Source: an optimization exercise on an open RTL-to-GDS flow (aim: small area). Production flows keep margins and buffers that such runs may drop. Only the layout flow was run in this run; the RTL was not checked for function there.

## flow/design.v

```verilog
package vespa_pkg;
    localparam int NREGS   = 32;
    localparam int REG_MSB = 4;
    localparam int OP_HI   = 31;
    localparam int OP_LO   = 27;
    localparam int RD_HI   = 26;
    localparam int RD_LO   = 22;
    localparam int CD_HI   = 26;
    localparam int CD_LO   = 23;
    localparam int RS1_HI  = 21;
    localparam int RS1_LO  = 17;
    localparam int IMM_BIT = 16;
    localparam int RS2_HI  = 15;
    localparam int RS2_LO  = 11;
    typedef enum logic [4:0] {
        OP_NOP = 5'd0,
        OP_ADD = 5'd1,
        OP_SUB = 5'd2,
        OP_OR  = 5'd3,
        OP_AND = 5'd4,
        OP_NOT = 5'd5,
        OP_XOR = 5'd6,
        OP_CMP = 5'd7,
        OP_BXX = 5'd8,
        OP_JMP = 5'd9,
        OP_LD  = 5'd10,
        OP_LDI = 5'd11,
        OP_LDX = 5'd12,
        OP_ST  = 5'd13,
        OP_STX = 5'd14,
        OP_HLT = 5'd31
    } opcode_e;
    typedef enum logic {
        ST_RUN    = 1'b0,
        ST_HALTED = 1'b1
    } dec_state_e;
endpackage
module vespa_regfile #(
    parameter int DATA_W = 32,
    parameter int NREGS  = 32,
    parameter int AW     = $clog2(NREGS)
) (
    input  logic              clk,
    input  logic              rst_n,
    input  logic [AW-1:0]     rd1_addr,
    output logic [DATA_W-1:0] rd1_data,
    input  logic [AW-1:0]     rd2_addr,
    output logic [DATA_W-1:0] rd2_data,
    input  logic              wb_en,
    input  logic [AW-1:0]     wb_addr,
    input  logic [DATA_W-1:0] wb_data
);
    logic [DATA_W-1:0] regs [NREGS];
    always_ff @(posedge clk or negedge rst_n) begin
        if (!rst_n) begin
            for (int i = 0; i < NREGS; i++) begin
                regs[i] <= '0;
            end
        end else if (wb_en) begin
            regs[wb_addr] <= wb_data;
        end
    end
    assign rd1_data = (wb_en && (wb_addr == rd1_addr)) ? wb_data : regs[rd1_addr];
    assign rd2_data = (wb_en && (wb_addr == rd2_addr)) ? wb_data : regs[rd2_addr];
endmodule
module vespa_decode #(
    parameter int DATA_W = 32,
    parameter int NREGS  = 32
) (
    input  logic              i_clk_d,
    input  logic              i_rst_d,
    input  logic              i_valid_d,
    output logic              o_ready_d,
    input  logic [31:0]       i_PC_d,
    input  logic [31:0]       i_IR_d,
    input  logic              i_flush_d,
    input  logic              i_wb_en,
    input  logic [vespa_pkg::REG_MSB:0]  i_wb_addr,
    input  logic [DATA_W-1:0] i_wb_data,
    output logic              o_valid_x,
    input  logic              i_ready_x,
    output logic [31:0]       o_PC_x,
    output logic [4:0]        o_op_x,
    output logic [vespa_pkg::REG_MSB:0]  o_rdst_x,
    output logic [3:0]        o_cond_x,
    output logic [DATA_W-1:0] o_rs1_val_x,
    output logic [DATA_W-1:0] o_rs2_val_x,
    output logic [DATA_W-1:0] o_imm_x,
    output logic              o_use_imm_x,
    output logic              o_wen_x,
    output logic              o_mem_rd_x,
    output logic              o_mem_wr_x,
    output logic              o_halted
);
    function automatic logic signed [DATA_W-1:0] sext(input logic [31:0] raw, input int w);
        logic signed [31:0] t;
        t = $signed(raw << (32 - w));
        sext = t >>> (32 - w);
    endfunction
    logic                    state;
    logic [4:0]              op_p0;
    logic [vespa_pkg::REG_MSB:0]        rdst_p0;
    logic [vespa_pkg::REG_MSB:0]        rs1_addr_p0;
    logic [vespa_pkg::REG_MSB:0]        rs2_field_p0;
    logic [vespa_pkg::REG_MSB:0]        rs2_addr_p0;
    logic [DATA_W-1:0]       rs1_val_p0;
    logic [DATA_W-1:0]       rs2_val_p0;
    logic signed [DATA_W-1:0] imm_p0;
    logic                    use_imm_p0;
    logic                    wen_p0;
    logic                    mem_rd_p0;
    logic                    mem_wr_p0;
    logic                    store_p0;
    logic                    load_use_p0;
    logic                    load_en;
    logic                    accept;
    assign rdst_p0      = i_IR_d[vespa_pkg::RD_HI:vespa_pkg::RD_LO];
    assign rs1_addr_p0  = i_IR_d[vespa_pkg::RS1_HI:vespa_pkg::RS1_LO];
    assign rs2_field_p0 = i_IR_d[vespa_pkg::RS2_HI:vespa_pkg::RS2_LO];
    assign rs2_addr_p0  = store_p0 ? rdst_p0 : rs2_field_p0;
    always_comb begin
        op_p0      = i_IR_d[vespa_pkg::OP_HI:vespa_pkg::OP_LO];
        imm_p0     = '0;
        use_imm_p0 = 1'b0;
        wen_p0     = 1'b0;
        mem_rd_p0  = 1'b0;
        mem_wr_p0  = 1'b0;
        store_p0   = 1'b0;
        case (i_IR_d[vespa_pkg::OP_HI:vespa_pkg::OP_LO])
            vespa_pkg::OP_ADD, vespa_pkg::OP_SUB, vespa_pkg::OP_OR, vespa_pkg::OP_AND, vespa_pkg::OP_NOT, vespa_pkg::OP_XOR, vespa_pkg::OP_CMP: begin
                wen_p0 = (i_IR_d[vespa_pkg::OP_HI:vespa_pkg::OP_LO] != vespa_pkg::OP_CMP);
                if (i_IR_d[vespa_pkg::IMM_BIT]) begin
                    use_imm_p0 = 1'b1;
                    imm_p0     = sext(i_IR_d, 16);
                end
            end
            vespa_pkg::OP_BXX: begin
                use_imm_p0 = 1'b1;
                imm_p0     = sext(i_IR_d, 23);
            end
            vespa_pkg::OP_JMP: begin
                use_imm_p0 = 1'b1;
                imm_p0     = sext(i_IR_d, 16);
                wen_p0     = i_IR_d[vespa_pkg::IMM_BIT];
            end
            vespa_pkg::OP_LD, vespa_pkg::OP_LDI: begin
                use_imm_p0 = 1'b1;
                imm_p0     = sext(i_IR_d, 22);
                wen_p0     = 1'b1;
                mem_rd_p0  = (i_IR_d[vespa_pkg::OP_HI:vespa_pkg::OP_LO] == vespa_pkg::OP_LD);
            end
            vespa_pkg::OP_LDX: begin
                use_imm_p0 = 1'b1;
                imm_p0     = sext(i_IR_d, 17);
                wen_p0     = 1'b1;
                mem_rd_p0  = 1'b1;
            end
            vespa_pkg::OP_ST: begin
                use_imm_p0 = 1'b1;
                imm_p0     = sext(i_IR_d, 22);
                mem_wr_p0  = 1'b1;
                store_p0   = 1'b1;
            end
            vespa_pkg::OP_STX: begin
                use_imm_p0 = 1'b1;
                imm_p0     = sext(i_IR_d, 17);
                mem_wr_p0  = 1'b1;
                store_p0   = 1'b1;
            end
            vespa_pkg::OP_NOP, vespa_pkg::OP_HLT: ;
            default: op_p0 = vespa_pkg::OP_NOP;
        endcase
    end
    vespa_regfile #(
        .DATA_W (DATA_W),
        .NREGS  (NREGS)
    ) u_regfile (
        .clk      (i_clk_d),
        .rst_n    (i_rst_d),
        .rd1_addr (rs1_addr_p0),
        .rd1_data (rs1_val_p0),
        .rd2_addr (rs2_addr_p0),
        .rd2_data (rs2_val_p0),
        .wb_en    (i_wb_en),
        .wb_addr  (i_wb_addr),
        .wb_data  (i_wb_data)
    );
    assign load_use_p0 = o_valid_x && o_mem_rd_x &&
                         ((rs1_addr_p0 == o_rdst_x) ||
                          (store_p0 ? (rdst_p0 == o_rdst_x)
                                    : (!i_IR_d[vespa_pkg::IMM_BIT] && (rs2_field_p0 == o_rdst_x))));
    assign load_en   = !o_valid_x || i_ready_x;
    assign o_ready_d = i_flush_d || (load_en && !load_use_p0 && (state == vespa_pkg::ST_RUN));
    assign accept    = i_valid_d && o_ready_d && !i_flush_d;
    always_ff @(posedge i_clk_d or negedge i_rst_d) begin
        if (!i_rst_d) begin
            o_valid_x   <= 1'b0;
            o_PC_x      <= '0;
            o_op_x      <= '0;
            o_rdst_x    <= '0;
            o_cond_x    <= '0;
            o_rs1_val_x <= '0;
            o_rs2_val_x <= '0;
            o_imm_x     <= '0;
            o_use_imm_x <= 1'b0;
            o_wen_x     <= 1'b0;
            o_mem_rd_x  <= 1'b0;
            o_mem_wr_x  <= 1'b0;
        end else if (i_flush_d) begin
            o_valid_x <= 1'b0;
        end else if (load_en) begin
            o_valid_x <= accept;
            if (accept) begin
                o_PC_x      <= i_PC_d;
                o_op_x      <= op_p0;
                o_rdst_x    <= rdst_p0;
                o_cond_x    <= i_IR_d[vespa_pkg::CD_HI:vespa_pkg::CD_LO];
                o_rs1_val_x <= rs1_val_p0;
                o_rs2_val_x <= rs2_val_p0;
                o_imm_x     <= imm_p0;
                o_use_imm_x <= use_imm_p0;
                o_wen_x     <= wen_p0;
                o_mem_rd_x  <= mem_rd_p0;
                o_mem_wr_x  <= mem_wr_p0;
            end
        end
    end
    always_ff @(posedge i_clk_d or negedge i_rst_d) begin
        if (!i_rst_d) begin
            state    <= vespa_pkg::ST_RUN;
            o_halted <= 1'b0;
        end else begin
            case (state)
                vespa_pkg::ST_RUN: begin
                    if (accept && (op_p0 == vespa_pkg::OP_HLT)) begin
                        state    <= vespa_pkg::ST_HALTED;
                        o_halted <= 1'b1;
                    end
                end
                vespa_pkg::ST_HALTED: begin
                    if (i_flush_d) begin
                        state    <= vespa_pkg::ST_RUN;
                        o_halted <= 1'b0;
                    end
                end
                default: begin
                    state    <= vespa_pkg::ST_RUN;
                    o_halted <= 1'b0;
                end
            endcase
        end
    end
endmodule
```

## flow/constraint.sdc

```tcl
create_clock -name core_clock -period 6.0 [get_ports {i_clk_d}]
set_input_delay 1.2000 -clock core_clock [delete_from_list [all_inputs] [get_ports {i_clk_d}]]
set_output_delay 1.2000 -clock core_clock [all_outputs]
set_load 0.01 [all_outputs]
```

## flow/config.mk

```make
export PLATFORM = sky130hd
export DESIGN_NAME = vespa_decode
export DESIGN_NICKNAME = vespa_decode
export VERILOG_FILES = /design/flow/design.v
export SDC_FILE = /design/flow/constraint.sdc
export NUM_CORES = 4
export LEC_CHECK = 0
export CAP_MARGIN = 20
export CORE_MARGIN = 2
export CORE_UTILIZATION = 30
export SLEW_MARGIN = 20
```

## flow/run.sh

```bash
#!/bin/bash
# synth_recipe.tcl (not shown) runs the flow's synth.tcl, then flattens the netlist and writes it again
# the make line also repeats each setting of config.mk as NAME=value (left out here)
make -C /OpenROAD-flow-scripts/flow DESIGN_CONFIG=/design/flow/config.mk WORK_HOME=/design/flow/orfs CLKGATE_MAP_FILE= SYNTH_SCRIPT=/design/flow/synth_recipe.tcl finish
```

==> flow_metrics.env <==
export IMPL_status="no timing/DRC/antenna violations"
export IMPL_hp_class="input pin to asynchronous set/reset pin"
export IMPL_htreeDepth=4
export IMPL_netlist_area_um2=57900
export IMPL_rows=161
export IMPL_crit_arrival_ns=4.06
export IMPL_post_cts_buffers=0
export IMPL_path_class="input pin to output pin"
export IMPL_crit_slowest_cell="clkdlybuf4s50_1"
export IMPL_setup_violations_final=0
export IMPL_cp_max_fo=28
export IMPL_drt_first_pass_iters=12
export IMPL_globalplace_congestion=0.989
export IMPL_top_usage_layer="met2"
export IMPL_synthArstFlopShare_pct=100
export IMPL_ys_flop_type="dfrtp_1"
export IMPL_yosysMostFrequentCell="dfrtp_1"
export IMPL_grtUsageTotal_pct=29.7
export IMPL_rsz0062_at_grt="false"
export IMPL_crit_chain="clkdlybuf4s50_1 > nand3b_2 > nor2_2 > nand4_1 > a32oi_1 > nand2_1 > clkdlybuf4s50_1"
export IMPL_drtIter0Drc=10700
export IMPL_setup_ws_ns=0.745
export IMPL_clk_pin_slew_worst_paths_ns=0.06
export IMPL_place_area_um2=64200
export IMPL_synthMuxAreaShare_pct=20.3
export IMPL_startpoint="i_IR_d[29]"
export IMPL_p_leak_nw=29.8
export IMPL_syn_num_nets=5099
export IMPL_cp_slowest_stage_delay_ns=0.73
export IMPL_postLayoutCoreUtil_pct=35.7
export IMPL_fin_nets=5203
export IMPL_synth_top_family_by_area="multiplexers"
export IMPL_synthSimpleGateAreaFrac_pct=8.80
export IMPL_yosysTopAreaCellShare_pct=50.1
export IMPL_yosysWarnings=3
export IMPL_endpoint_kind="output pin"
export IMPL_slew_headroom_pct=8.86
export IMPL_max_freq_mhz=190
export IMPL_first_global_vias=50300
export IMPL_fin_cells=7742
export IMPL_die_area_um2=197000
export IMPL_r2r_start="o_cond_x[1]$_DFFE_PN0P_"
export IMPL_insertion_delay_ns=0.84
export IMPL_core_area_um2=192000
export IMPL_synth_commonest_cells="dfrtp_1, mux2_2, a22oi_1, clkbuf_1, nand2_1"
export IMPL_dp_hpwl_um=177000
export IMPL_fin_area_um2=68700
export IMPL_cp_start_kind="input pin"
export IMPL_placed_cells=7487
export IMPL_numPortBuffers=255
export IMPL_finalCritPeriodShare_pct=87.6
export IMPL_period_needed_ns=5.26
export IMPL_grt_pass1_wl_um=414000
export IMPL_grt_overflow=0
export IMPL_synth_compound_area_share_pct=16.2
export IMPL_peakVddDrop_mv=0.332
export IMPL_boundaryPins=256
export IMPL_use_met2_pct=40.6
export IMPL_cp_required_ns=4.80
export IMPL_start_util_pct=30.1
export IMPL_drive_gt1_share_pct=31.3
export IMPL_drcViolationCount=0
export IMPL_syn_avg_cell_area_um2=11.6
export IMPL_worst_slew_pin_slew_ns=1.37
export IMPL_holdWs_ns=0.339
export IMPL_power_mw=23.0
export IMPL_antenna_left=0
export IMPL_synth_top_area_cell="dfrtp_1"
export IMPL_power_density_nw_per_um2=335
export IMPL_hold_buffers=0
export IMPL_wl_per_cell_um=39.1
export IMPL_antenna_found_initial=32
export IMPL_synth_seq_cells=1160
export IMPL_use_met3_pct=13.7
export IMPL_hold_viol_final=0
export IMPL_syn_to_final_growth_pct=18.6
export IMPL_die_h_um=443
export IMPL_drv_cap=0
export IMPL_cts_inserted_buffers=132
export IMPL_tritoncts="built"
export IMPL_dp_slack_ns=0.649
export IMPL_fin_setup_tns_ns=0
export IMPL_drt_wl_total_um=303000
export IMPL_ys_types=78
export IMPL_worst_clock_skew_ns=0.0335
export IMPL_grt_max_degree=152
export IMPL_syn_inst=4992
export IMPL_synth_edf_count=0
export IMPL_synth_xor_xnor_area_share_pct=0.434
export IMPL_cts_resized_gates=0
export IMPL_via_count=52900
export IMPL_cts_sinks=1160
export IMPL_ys_seq_area_share_pct=50.1
export IMPL_synth_adder_area_share_pct=0
export IMPL_crit_path_frequent_cell="clkdlybuf4s50_1"
export IMPL_via_per_inst=6.84
export IMPL_final_max_slew_viol_count=0
export IMPL_use_met1_pct=37.0
export IMPL_synthTopCellsByArea="dfrtp_1, mux2_2, a22oi_1"
export IMPL_cts_buffer_depth=3
export IMPL_cts_root_buf="clkbuf_16"
export IMPL_die_w_um=443
[sequential cells by signal (all words and copies together) (netlist names)]
register	flops
o_mem_rd_x	1
state	1
o_PC_x	32
o_halted	1
o_cond_x	4
o_wen_x	1
o_rdst_x	1
o_op_x	5
o_rs1_val_x	32
o_valid_x	1
o_imm_x	23
u_regfile.regs	1024
o_use_imm_x	1
o_rs2_val_x	32
o_mem_wr_x	1
[cell type report]
cell class | count | area [µm²]
fillers | 18800 | 124000
flip-flops and latches | 1160 | 29000
multi-input cells | 3268 | 26900
repair buffers | 502 | 4930
clock buffers | 186 | 3810
well taps | 2526 | 3160
clock inverters | 47 | 657
inverters | 32 | 120
diodes | 21 | 52.6
[layer usage]
metal	up-vias	share of wire [%]
li1	19400	-
met1	26400	36
met2	5328	39
met3	1769	16
met4	32	8.8
met5	-	0.090
[logic make-up (layout without fill, tap and decap cells)]
kind of cell           count (synthesis)  after routing
AND/OR/NAND/NOR                      983            983
multiplexers                        1046           1046
buffers and inverters                564            767
flip-flops                          1160           1160
XOR/XNOR                              27             27
AO/OA/AOI/OAI                       1212           1212
other                                  0             21
[power by group]
part	total, mW	switching [mW]	internal [mW]
clock network	8.50	3.61	4.90
logic	3.56	1.77	1.79
registers	10.9	1.58	9.34
total	23.0	6.96	16.0
[cells in the final DEF, fill, tap and decap left out, types with 69 or more instances in the layout]
| master | Yosys | layout |
|---|---|---|
| dfrtp_1 | 1160 | 1160 |
| mux2_2 | 1019 | 1019 |
| a22oi_1 | 550 | 550 |
| nand2_1 | 308 | 298 |
| clkdlybuf4s50_1 | 0 | 239 |
| buf_4 | 27 | 200 |
| and3_1 | 167 | 166 |
| a221oi_1 | 140 | 140 |
| a22o_1 | 137 | 137 |
| clkbuf_16 | 0 | 133 |
| nand3_1 | 119 | 119 |
| nand4_1 | 90 | 90 |
| a21oi_1 | 77 | 76 |
| nor4_1 | 71 | 69 |
[worst paths after layout]
check / endpoint / slack, ns / depth (start not counted)
min: o_imm_x[0]$_DFFE_PN0P_ / 0.34 / 1
max in group asynchronous: u_regfile.regs[25][18]$_DFFE_PN0P_ / 4.13 / 2
min reg2reg: o_op_x[2]$_DFFE_PN0P_ / 0.46 / 2
max: o_ready_d / 0.74 / 7
max reg2reg: o_rs2_val_x[20]$_DFFE_PN0P_ / 2.54 / 10
min in group core_clock: o_op_x[2]$_DFFE_PN0P_ / 0.46 / 2
[worst max-delay path, delay by kind of cell]
kind                   cells  cell delay (ns)
buffers and inverters      2             1.24
and+or+nand+nor            4             1.18
AOI/OAI and AO/OA          1             0.43

port drivers added, routing unchanged:
The flow's constraints put no driver on any port. The routed layout listed below was extracted and timed again, unchanged, in two steps.
Step 1 assumes that a clkbuf_16 drives the clock port and a buf_2 every other input.
Step 2 times the ports against the registers' clock, not the clock port: input delays grow and output delays shrink by t, the midpoint of the rising clock arrivals with the driver on.
Three values: ideal, step 1, step 2; two values: the first two.
t, ns: 0.901
setup WS [ns]: 0.745 / 0.711 / 0.187
worst setup path after step 2: input to register
worst slew at a driven data input, ns: 0.15
cell pins on the clock port's net: 1
After both steps this run still meets setup and hold. For this run, drivers alone change the setup slack by -0.034 ns; drivers and shift together by -0.558 ns.
